This design comes from an exercise in tuning for small area and a short achievable clock period on the open sky130 flow, not from production work.
In this exercise RTL edits were held to simulation tests only and were not proved equivalent to the original.
No activity file was given, so power comes from the tool's default toggle rates.

==> flow/design.v <==
package conv_pkg;
  function automatic integer sq(input integer n);
    sq = n * n;
  endfunction
  function automatic integer nbits(input integer n);
    nbits = $clog2(n + 1);
  endfunction
  localparam int K_DIM  = 3;
  localparam int I_DIM  = 8;
  localparam int M_BITS = 16;
  localparam int O_DIM  = K_DIM + I_DIM - 1;
  localparam int O_SIZE = sq(O_DIM);
  localparam int O_BITS = nbits(O_DIM);
  localparam int A_BITS = nbits(O_SIZE);
  typedef enum logic [0:0] {FILL, DRAIN} out_state_t;
  typedef logic [A_BITS-1:0] addr_t;
  typedef logic [M_BITS-1:0] word_t;
  typedef logic [O_BITS-1:0] coord_t;
endpackage
module out_frame_buf (
  input  logic  clk,
  input  logic  clr,
  input  logic [conv_pkg::O_SIZE-1:0] we,
  input  conv_pkg::word_t wdata,
  input  logic [conv_pkg::O_DIM-1:0]  rrow,
  input  logic [conv_pkg::O_DIM-1:0]  rcol,
  output conv_pkg::word_t rdata,
  output logic  rvalid
);
  localparam int N = conv_pkg::O_DIM;
  conv_pkg::word_t             mem [0:conv_pkg::O_SIZE-1];
  logic [conv_pkg::O_SIZE-1:0] written;
  always_ff @(posedge clk) begin
    for (int s = 0; s < conv_pkg::O_SIZE; s++)
      if (we[s]) mem[s] <= wdata;
  end
  always_ff @(posedge clk) begin
    if (clr) written <= '0;
    else     written <= written | we;
  end
  conv_pkg::word_t row_data [0:N-1];
  logic [N-1:0]    row_valid;
  always_comb begin
    for (int r = 0; r < N; r++) begin
      row_data[r]  = '0;
      row_valid[r] = 1'b0;
      for (int c = 0; c < N; c++) begin
        row_data[r]  = row_data[r]  | (mem[r*N+c] & {conv_pkg::M_BITS{rcol[c]}});
        row_valid[r] = row_valid[r] | (written[r*N+c] & rcol[c]);
      end
    end
    rdata  = '0;
    rvalid = 1'b0;
    for (int r = 0; r < N; r++) begin
      rdata  = rdata  | (row_data[r] & {conv_pkg::M_BITS{rrow[r]}});
      rvalid = rvalid | (row_valid[r] & rrow[r]);
    end
  end
endmodule
module conv_out_ctrl (
  input  logic                clk,
  input  logic                rst,
  input  logic [conv_pkg::M_BITS-1:0] in_data,
  input  logic [2*conv_pkg::O_BITS-1:0] in_user,
  input  logic                in_last,
  input  logic                in_valid,
  output logic                in_ready,
  output logic [conv_pkg::M_BITS-1:0] out_data,
  output logic                out_last,
  output logic                out_valid,
  input  logic                out_ready,
  output logic                err_range,
  output logic                err_miss
);
  localparam int N = conv_pkg::O_DIM;
  logic            drain_q;       
  logic            fill_q;        
  logic [N-1:0]    rrow_q;        
  logic [N-1:0]    rcol_q;        
  logic            last_q;        
  logic            shown_valid_q; 
  conv_pkg::word_t dout_q;        
  conv_pkg::coord_t row, col;
  logic [N-1:0]    wrow, wcol;
  logic            acc, in_range;
  logic [conv_pkg::O_SIZE-1:0] we;
  conv_pkg::word_t rdata;
  logic            rvalid;
  logic            hs_out, done, advance;
  assign row = in_user[2*conv_pkg::O_BITS-1:conv_pkg::O_BITS];
  assign col = in_user[conv_pkg::O_BITS-1:0];
  assign acc = in_valid && !drain_q;
  always_comb begin
    for (int i = 0; i < N; i++) begin
      wrow[i] = acc && (row == conv_pkg::coord_t'(i));
      wcol[i] = (col == conv_pkg::coord_t'(i));
    end
    for (int r = 0; r < N; r++)
      for (int c = 0; c < N; c++)
        we[r*N+c] = wrow[r] && wcol[c];
  end
  assign in_range = (row < conv_pkg::coord_t'(N)) && (col < conv_pkg::coord_t'(N));
  assign hs_out  = drain_q && out_ready;
  assign done    = hs_out && last_q;
  assign advance = (acc && in_last) || hs_out;
  out_frame_buf u_buf (
    .clk    (clk),
    .clr    (rst || done),
    .we     (we),
    .wdata  (in_data),
    .rrow   (rrow_q),
    .rcol   (rcol_q),
    .rdata  (rdata),
    .rvalid (rvalid)
  );
  always_ff @(posedge clk) begin
    if (rst || done) begin
      drain_q <= 1'b0;
      fill_q  <= 1'b1;
      rrow_q  <= {{(N-1){1'b0}}, 1'b1};
      rcol_q  <= {{(N-1){1'b0}}, 1'b1};
    end else begin
      if (acc && in_last) begin
        drain_q <= 1'b1;
        fill_q  <= 1'b0;
      end
      if (advance) begin
        rcol_q <= {rcol_q[N-2:0], rcol_q[N-1]};
        if (rcol_q[N-1]) rrow_q <= {rrow_q[N-2:0], rrow_q[N-1]};
      end
    end
  end
  always_ff @(posedge clk) begin
    if (!drain_q || out_ready) begin
      dout_q        <= we[0] ? in_data : (rvalid ? rdata : '0);
      shown_valid_q <= we[0] || rvalid;
      last_q        <= drain_q && rrow_q[N-1] && rcol_q[N-1];
    end
  end
  assign in_ready  = fill_q;
  assign out_valid = drain_q;
  assign out_data  = dout_q;
  assign out_last  = last_q;
  always_ff @(posedge clk) begin
    if (rst) begin
      err_range <= 1'b0;
      err_miss  <= 1'b0;
    end else begin
      if (acc && !in_range)
        err_range <= 1'b1;
      if (hs_out && !shown_valid_q)
        err_miss <= 1'b1;
    end
  end
endmodule
export LEC_CHECK = 0
export ABC_CLOCK_PERIOD_IN_PS = 2200
export CAP_MARGIN = 20
export CORE_MARGIN = 2
export CORE_UTILIZATION = 60
export SETUP_SLACK_MARGIN = 2.85
export SLEW_MARGIN = 60
create_clock -name core_clock -period 5.5 [get_ports {clk}]
standard.sh (not shown) runs the stock make flow with config.mk's settings and CLKGATE_MAP_FILE= SYNTH_SCRIPT=/design/flow/synth_recipe.tcl, a recipe that flattens the netlist after the stock synthesis.
==> flow/flow/run.sh <==
#!/bin/bash
# Standard ORFS layout, except that the port buffers start as buf_4
# (resizable within the buf footprint) instead of the default pick.
set -euo pipefail
bash standard.sh BUFFER_PORTS_ARGS="-buffer_cell sky130_fd_sc_hd__buf_4" finish > orfs_make.log 2>&1
The first run completed with no timing, DRC or antenna violations.
Then changed:
--- a/flow/config.mk
+++ b/flow/config.mk
@@ -7,6 +7,5 @@
 export LEC_CHECK = 0
-export ABC_CLOCK_PERIOD_IN_PS = 2200
 export CAP_MARGIN = 20
 export CORE_MARGIN = 2
-export CORE_UTILIZATION = 60
+export CORE_UTILIZATION = 72
 export SETUP_SLACK_MARGIN = 2.85
Hold slack improved by 0.020 ns.
Utilization is higher by 14 points.
Clock skew climbs by 0.0071 ns.
Critical path depth is lower by 1.
Synthesized area does not change.
Combinational power stays flat.
Sequential cell count is unchanged.
Total power fell by 0.32%.
Fmax drops by 0.63%.
Via count increases by 6.1%.
Clock-buffer cell count fell by 19.
Then changed:
--- a/flow/config.mk
+++ b/flow/config.mk
@@ -9,4 +9,6 @@
 export CORE_MARGIN = 2
-export CORE_UTILIZATION = 72
-export SETUP_SLACK_MARGIN = 2.85
+export CORE_UTILIZATION = 60
+export CTS_CLUSTER_DIAMETER = 45
+export CTS_CLUSTER_SIZE = 20
+export SETUP_SLACK_MARGIN = 3.2
 export SLEW_MARGIN = 60
The new run ran to the end with no violations. Synthesized cell count stays the same. Combinational power hardly moves. Global-route usage decreases by 6.2 points. Clock-buffer cell count decreases by 43.
Then changed:
--- a/flow/config.mk
+++ b/flow/config.mk
@@ -7,2 +7,3 @@
 export LEC_CHECK = 0
+export ABC_CLOCK_PERIOD_IN_PS = 2200
 export CAP_MARGIN = 20
@@ -10,5 +11,4 @@
 export CORE_UTILIZATION = 60
-export CTS_CLUSTER_DIAMETER = 45
-export CTS_CLUSTER_SIZE = 20
 export SETUP_SLACK_MARGIN = 3.2
 export SLEW_MARGIN = 60
+export TNS_END_PERCENT = 5
Effect: The changed run finished clean; via count goes down by 1.2%; cell area shrinks by 0.84%; core utilization went down by 0.62 points; routed wire length came out higher by 0.42%; critical path depth decreases by 2; count of clock-buffer cells in the layout increases by 62; sequential power barely changes; cell count decreases by 0.57%.

## static timing again, ports no longer ideal
No port has a modelled driver above. Below, the same layouts with a new extraction and two added sets of constraints. Step 1 assumes that a clkbuf_16 drives the clock port and a buf_2 every other input. Step 2 times the ports against the registers' clock, not the clock port: input delays grow and output delays shrink by t, the midpoint of the rising clock arrivals with the driver on. a / b / c = ideal ports / drivers / drivers and shift; a / b = the first two.
run	t (ns)	setup slack, ns	worst setup path at the end	slew at the worst register clock pin (ns)	pins driven straight from the clock port
the first run	0.853	2.670 / 2.670 / 2.054	input to register	0.07 / 0.07	1
the second run	0.833	2.652 / 2.652 / 2.017	input to register	0.07 / 0.07	1
the third run	0.847	2.697 / 2.697 / 2.291	input to register	0.08 / 0.08	1
the fourth run	0.853	2.662 / 2.662 / 2.150	input to register	0.07 / 0.07	1
After both steps setup and hold are still met in every run listed. For the second run, which loses most, drivers alone change the setup slack by 0.000 ns; drivers and shift together by -0.635 ns.
